Background: an optimization exercise with open tools, aiming at small area and a short achievable clock period. Do not read the settings as production practice.
In this exercise RTL edits were held to simulation tests only and were not proved equivalent to the original.
Power and IR drop assume default switching activity.

File: design.v
module memoria_dados_nrisc #(
  parameter int LARGURA_END = 8,
  parameter int LATENCIA    = 2
) (
  input  logic                   Clock,
  input  logic                   Reset_n,
  input  logic [LARGURA_END-1:0] EndMemDados,
  input  logic [7:0]             DadoEscritoMem,
  input  logic                   LerMem,
  input  logic                   EscMem,
  output logic [7:0]             DadoLidoMem,
  output logic                   Pronto,
  output logic                   Erro
  ,
  output logic [7:0]             PortaSaida
);
  localparam int NP = 85;          
  logic ocioso_q, esp1_q, esp2_q, resp_q;
  logic [7:0] pos_q;
  logic [31:0] seln_q;             
  logic [7:0]  grp_q;              
  logic        porta_end_q;        
  logic [6:0]  wk_q;               
  logic [2:0]  quando_q;           
  logic [7:0]  dado_q;
  logic        ler_q, esc_q;
  logic [7:0] lido_q, porta_q;
  logic       erro_q;
  logic [7:0] r1_q [8];
  logic       wrp_q, rdp_q;
  logic [7:0] rdg_q;
  logic [5:0] wh_q, whn_q;
  logic [3:0] wkl_q;
  logic [7:0] wdado_q;
  logic       grava1_q, grava2a_q, grava2_q;
  logic [7:0] anel [255];
  logic [7:0] r1_d [8];
  logic [7:0] lido_d;
  logic       req, so_ler, so_esc, esc_mem, grava;
  logic [8:0] soma9;
  logic [7:0] soma, slot0, alvo2;
  logic [6:0] alvo2_q3;
  logic [1:0] alvo2_r3;
  logic [6:0] wk_d;
  logic [15:0] wl;
  assign req     = LerMem | EscMem;
  assign so_ler  = ler_q & ~esc_q;
  assign so_esc  = esc_q & ~ler_q;
  assign esc_mem = so_esc & ~porta_end_q;
  assign soma9 = {1'b0, EndMemDados} + {1'b0, pos_q};
  assign soma  = (soma9 >= 9'd255) ? 8'(soma9 - 9'd255) : soma9[7:0];
  assign slot0 = (soma == 8'd254) ? 8'd0 : soma + 8'd1;
  assign alvo2 = (soma >= 8'd252) ? soma - 8'd252 : soma + 8'd3;
  assign alvo2_q3 = 7'(alvo2 / 8'd3);
  assign alvo2_r3 = 2'(alvo2 % 8'd3);
  assign wk_d = (alvo2_r3 == 2'd0) ? alvo2_q3 :
                (alvo2_q3 == 7'(NP - 1)) ? 7'd0 : alvo2_q3 + 7'd1;
  always_ff @(posedge Clock or negedge Reset_n) begin
    if (!Reset_n) begin
      ocioso_q <= 1'b1;
      esp1_q   <= 1'b0;
      esp2_q   <= 1'b0;
      resp_q   <= 1'b0;
      erro_q   <= 1'b0;
      lido_q   <= '0;
      porta_q  <= '0;
      wrp_q    <= 1'b0;
      rdp_q    <= 1'b0;
      rdg_q    <= '0;
    end else begin
      ocioso_q <= ~((ocioso_q & req) | esp1_q | esp2_q);
      esp1_q   <= ocioso_q & req;
      esp2_q   <= esp1_q;
      resp_q   <= esp2_q;
      erro_q   <= esp2_q & ler_q & esc_q;
      lido_q   <= lido_d;
      if (wrp_q)
        porta_q <= dado_q;
      wrp_q    <= esp1_q & so_esc & porta_end_q;
      rdp_q    <= esp1_q & so_ler & porta_end_q;
      for (int g = 0; g < 8; g++)
        rdg_q[g] <= esp1_q & so_ler & ~porta_end_q & grp_q[g];
    end
  end
  always_ff @(posedge Clock) begin
    pos_q <= (pos_q == 8'd254) ? 8'd0 : pos_q + 8'd1;
    if (ocioso_q) begin
      for (int k = 0; k < 32; k++)
        seln_q[k] <= (slot0[4:0] != 5'(k));
      for (int g = 0; g < 8; g++)
        grp_q[g] <= (slot0[7:5] == 3'(g));
      porta_end_q <= &EndMemDados;
      wk_q        <= wk_d;
      quando_q[0] <= alvo2_r3 == 2'd0;
      quando_q[1] <= alvo2_r3 == 2'd2;
      quando_q[2] <= alvo2_r3 == 2'd1;
      dado_q      <= DadoEscritoMem;
      ler_q       <= LerMem;
      esc_q       <= EscMem;
    end
    for (int g = 0; g < 8; g++)
      r1_q[g] <= r1_d[g];
    wkl_q   <= wk_q[3:0];
    wdado_q <= dado_q;
    for (int i = 0; i < 6; i++) begin
      wh_q[i]  <=   wk_q[6:4] == 3'(i);
      whn_q[i] <= ~(wk_q[6:4] == 3'(i));
    end
    grava1_q  <= esp2_q & esc_mem & quando_q[1];
    grava2a_q <= esp2_q & esc_mem & quando_q[2];
    grava2_q  <= grava2a_q;
  end
  assign grava = (esp2_q & esc_mem & quando_q[0]) | grava1_q | grava2_q;
  always_comb
    for (int j = 0; j < 16; j++)
      wl[j] = (wkl_q == 4'(j));
  for (genvar p = 0; p < 255; p++) begin : g_anel
    if (p % 3 != 0) begin : g_passa
      always_ff @(posedge Clock)
        anel[p] <= anel[p-1];
    end else begin : g_porta_esc
      localparam int K = p / 3;
      logic we, keep;
      assign we   = (wh_q[K >> 4] & grava) & wl[K & 15];
      assign keep = (whn_q[K >> 4] | ~grava) | ~wl[K & 15];
      always_ff @(posedge Clock)
        anel[p] <= ({8{we}} & wdado_q) | ({8{keep}} & anel[(p + 254) % 255]);
    end
  end
  always_comb
    for (int g = 0; g < 8; g++) begin
      r1_d[g] = '1;
      for (int k = 0; k < 32; k++)
        if (g*32 + k < 255)
          r1_d[g] = r1_d[g] & ({8{seln_q[k]}} | anel[g*32 + k]);
    end
  always_comb begin
    lido_d = {8{rdp_q}} & porta_q;
    for (int g = 0; g < 8; g++)
      lido_d = lido_d | ({8{rdg_q[g]}} & r1_q[g]);
  end
  assign DadoLidoMem = lido_q;
  assign Pronto      = resp_q;
  assign Erro        = erro_q;
  assign PortaSaida  = porta_q;
endmodule
File: run.sh
#!/bin/bash
# synth_recipe.tcl (not shown) runs the flow's synth.tcl, then flattens the netlist and writes it again
# the make line also repeats each setting of config.mk as NAME=value (left out here)
make -C /OpenROAD-flow-scripts/flow DESIGN_CONFIG=/design/flow/config.mk WORK_HOME=/design/flow/orfs CLKGATE_MAP_FILE= SYNTH_SCRIPT=/design/flow/synth_recipe.tcl finish
File: config.mk
export PLATFORM = sky130hd
export DESIGN_NAME = memoria_dados_nrisc
export DESIGN_NICKNAME = memoria_dados_nrisc
export VERILOG_FILES = /design/flow/design.v
export SDC_FILE = /design/flow/constraint.sdc
export NUM_CORES = 4
export LEC_CHECK = 0
export CAP_MARGIN = 20
export CORE_MARGIN = 2
export CORE_UTILIZATION = 60
export CTS_CLUSTER_DIAMETER = 60
export CTS_CLUSTER_SIZE = 30
export PLACE_DENSITY = 0.7
export SETUP_SLACK_MARGIN = 1.8
export SLEW_MARGIN = 20
File: constraint.sdc
create_clock -name core_clock -period 4.0 [get_ports {Clock}]
set_input_delay 0.8000 -clock core_clock [delete_from_list [all_inputs] [get_ports {Clock}]]
set_output_delay 0.8000 -clock core_clock [all_outputs]
set_load 0.01 [all_outputs]
==> notes.md <==
## cells in the mapped netlist (all sizes together), types with 3 or more instances
cell type,n
nand3,40
and3,8
nor3b,5
a222oi,8
nor3,29
mux2i,7
o221ai,3
nor2,613
nand3b,4
a21o,5
a21oi,16
mux2,12
o211ai,3
dfrtp,30
o31ai,5
clkbuf,229
or3,10
a221oi,11
o21ai,697
dfxtp,2139
a22o,8
edfxtp,61
or4,4
nand2b,7
o22a,4
inv,22
xnor2,15
o21a,3
o22ai,1016
nand2,902
or2,6
a22oi,9
nor4,25
a211oi,8
and2,21
nand4,122
ha,18
a31oi,4
xor2,11
or3b,3
a2111oi,5
nor2b,10
buf,140
## what timing repair did
action                                  4_1_cts  5_1_grt
buffers inserted                             16      112
pin swaps                                    37       92
gates cloned                                  0       11
hold buffers                                  0        0
resized for setup                           190      523
endpoints found under the setup margin      800      803
## cells by family (layout without fill, tap and decap cells)
logic type | count (synthesis) | count (layout)
fa+ha+maj | 19 | 19
buf+inv | 391 | 758
simple gates | 1813 | 1821
other cells | 0 | 9
flops | 2231 | 2231
mux | 19 | 19
xor+xnor | 26 | 26
compound gates | 1830 | 1830
## power by group through the flow
stage                     clock network, µW  logic (µW)  registers, µW
final                                 15800        6340          24700
after global routing                  16500        6420          24800
after CTS                             15700        5330          24500
after detailed placement                  0        5060          25000
after global placement                    0        5030          25000
after floorplan                           0        2640          24400
## metrics by stage
step	TNS, ps	cells	util (%)
floorplan	-30790	6329	-
global placement	-65200	7727	64.3
detailed placement	-67980	7727	64.3
CTS	-21270	7991	69.5
global route	-27630	8120	72.0
finish	-21940	8127	72.1
## worst register-to-register path, delay by kind of cell (launching register included)
kind,cells,cell delay [ps]
compound gates,13,2380
xor+xnor,1,210
fa+ha+maj,5,1150
buf+inv,4,560
flops,1,340
mux,2,440
simple gates,7,1210
## final timing paths
kind / start / endpoint / slack [ps] / cells after the start
worst min-delay path: Reset_n / lido_q[7]$_DFF_PN0_ / 80 / 1
max in group asynchronous: Reset_n / porta_q[7]$_DFFE_PN0P_ / 3350 / 1
worst max-delay path: pos_q[0]$_SDFF_PN0_ / wk_q[2]$_DFFE_PP_ / -2520 / 32
worst max register to register: pos_q[0]$_SDFF_PN0_ / wk_q[2]$_DFFE_PP_ / -2520 / 32
worst min register to register: anel[145][0]$_DFF_P_ / anel[146][0]$_DFF_P_ / 330 / 0
min in group core_clock: anel[145][0]$_DFF_P_ / anel[146][0]$_DFF_P_ / 330 / 0
## per-layer routing
metal  up-vias  track usage (%)
met4        12             28.1
met1     26300             58.1
met2      4762             64.8
li1      23000                -
met3      1472             15.4
met5         -                0
## area by class of cell
cell class	count	share of cell area [%]
multi-input cells	3715	27.7
flip-flops and latches	2231	57.9
clock buffers	165	4.71
diodes	9	0.0287
inverters	22	0.105
repair buffers	488	5.96
well taps	1414	2.25
clock inverters	83	1.40
==> results by group <==
Finish
  • Top reg by flops: anel
  • Area Overhead vs Synth: 18.9%
  • Layout cells sized above 1: 16.5%
  • Filler cells: 7701
  • Commonest cells after routing, fill and taps aside: dfxtp_1 (2132), o22ai_1 (1015), nand2_1 (752)
  • Design Area, Final: 78500 µm²
  • Max reg flops: 2040
  • Top flop regs: anel x2040, r1_q x64, seln_q x32
  • NumNets Final: 6631
  • Multi-input gate area: 21700 µm²
  • Commonest non-fill, non-tap cell in the layout: dfxtp_1
  • Sequential cell area: 45500 µm²

Synthesis
  • XOR/XNOR share of the synthesized area: 0.356%
  • Post-synthesis adder-cell area fraction: 0.371%
  • FFs w/ async S/R, synth: 1.39%
  • Synth area leaders: dfxtp_1 (65%), o22ai_1 (9.6%), o21ai_0 (5.2%)
  • Ys Warns: 4
  • Largest family of logic cells by synthesized area: compound AO/OA/AOI/OAI gates
  • Synth unique cells: 90
  • Syn nets: 6368
  • Mux cell area share after synthesis: 0.316%
  • Syn Inst Count: 6329
  • Mean area per synthesized cell: 10.4 µm²
  • Synth Flop Type: dfxtp_1
  • Post-synth top area cell: dfxtp_1
  • Synth Cell Area: 66100 µm²
  • Synth Area in Compound Gates: 16.5%
  • Post-Synth Simple-Gate Area: 11.4%
  • Seq/Total Area, Yosys: 68.8%
  • Post-synth EDFFs: 61
  • Synth Register Bits: 2231
  • Area share of the largest cell type after synthesis: 64.8%

Power and ir drop
  • Gate power share: 13.5%
  • Leak Pwr: 0.0305 µW
  • Internal: 33200 µW
  • Worst vdd rail ir drop: 470 µV
  • Sw Pwr: 13700 µW
  • Power per cell area: 597 nW/µm²
  • Sequential Power Share: 52.8%
  • Net Sw Frac: 29.2%
  • Clock power frac: 33.7%
  • Final Power: 46900 µW

Clocking
  • CTS buffer count: 134
  • Clock Tree Buf Depth: 3
  • Clk latency of the worst-skew pair: 820 ps
  • Worst-path clk slew: 90 ps
  • Clk root buf: clkbuf_16
  • CTS Sinks: 2231
  • CTS H-tree depth: 4
  • CTS tree: built

Setup path
  • Crit-path slowest cell: fa_2
  • Crit path kind: flip-flop to flip-flop
  • CP Data Arrival Time: 7070 ps
  • Max Fanout on Critical Path: 5
  • WP buf/inv: 4
  • Max stage delay on crit path: 460 ps
  • Startpoint Class: flip-flop
  • Family with the most delay on the worst path: compound AO/OA/AOI/OAI gates
  • CP Data Required Time: 4550 ps
  • CP endpoint kind: flip-flop

Outcome
  • Status: failed layout checks
  • Failing Checks: max-capacitance violations, max-slew violations, negative setup slack

Global route
  • Largest net degree at the start of global routing: 65
  • Total global routing overflow: 0
  • Number of global-route vias before repair: 53000
  • Global-route wire length before repair: 364000 µm
  • Gr usage total: 45.0%
  • Initial antenna violation count: 17

Min path
  • Tightest Hold Check Type: primary input to asynchronous set/reset pin

Timing
  • Worst Clk Skew: 38.7 ps
  • Unrepaired setup endpoints after global routing: true
  • Final Setup Violations: 10
  • Fin. Hold Viols: 0
  • Setup ws final: -2520 ps
  • Final worst path period need: 6520 ps
  • FMAX: 153 MHz
  • Fin crit share: 163%
  • Max-slew violation count: 32
  • Least-Margin Pin Slew: 1690 ps
  • Min Hold Slack: 83.2 ps
  • Relative slew slack: -13.0%

Routing
  • Wl on met1: 92900 µm
  • Vias per inst: 6.84
  • Met3 routed wirelength: 42000 µm
  • Detailed Route WL: 263000 µm
  • DRC viols: 0
  • Drt first pass iters: 8
  • Initial DRC count: 8542
  • Final ANT Viol Nets: 0
  • Routed wl met2: 107000 µm
  • DR vias: 55600
  • Routed len/inst: 32.4 µm
  • Highest Signal Layer: met5

Placed design
  • Placed Area: 70100 µm²
  • Input/output buffers: 37
  • Pre-CTS WS: -3480 ps
  • Gpl congestion: 0.946
  • Final HPWL from detailed placement: 151000 µm

Floorplan
  • Io pins: 38
  • FP Rows: 121
  • Core ar.: 109000 µm²
  • Die W: 336 µm
  • Die H: 336 µm
  • Starting Density: 60.6%
  • Die area: 113000 µm²

Run
  • Max Cap Violations: 4

what the ideal ports hide:
The flow's constraints put no driver on any port. The routed layout listed below was extracted and timed again, unchanged, in two steps.
Step 1 (the two cells are an assumption about what drives the block):
set clk [get_ports {Clock}]
set_driving_cell -lib_cell sky130_fd_sc_hd__clkbuf_16 $clk
set_driving_cell -lib_cell sky130_fd_sc_hd__buf_2 [delete_from_list [all_inputs] $clk]
Step 2, shift: input delay + t, output delay - t, t = (earliest + latest rising clock arrival at the registers) / 2. This alone moves slack from input paths to output paths.
Slacks: ideal / step 1 / step 2; pairs: ideal / step 1.
shift t [ns]: 0.873
slack for setup (ns): -2.522 / -2.522 / -3.312
hold WS [ns]: 0.083 / 0.030 / 0.326
worst setup path at the end: input to register
worst slew at a driven data input, ns: 0.06
The setup slack of this run moves by 0.000 ns with the drivers and by -0.790 ns with both steps.
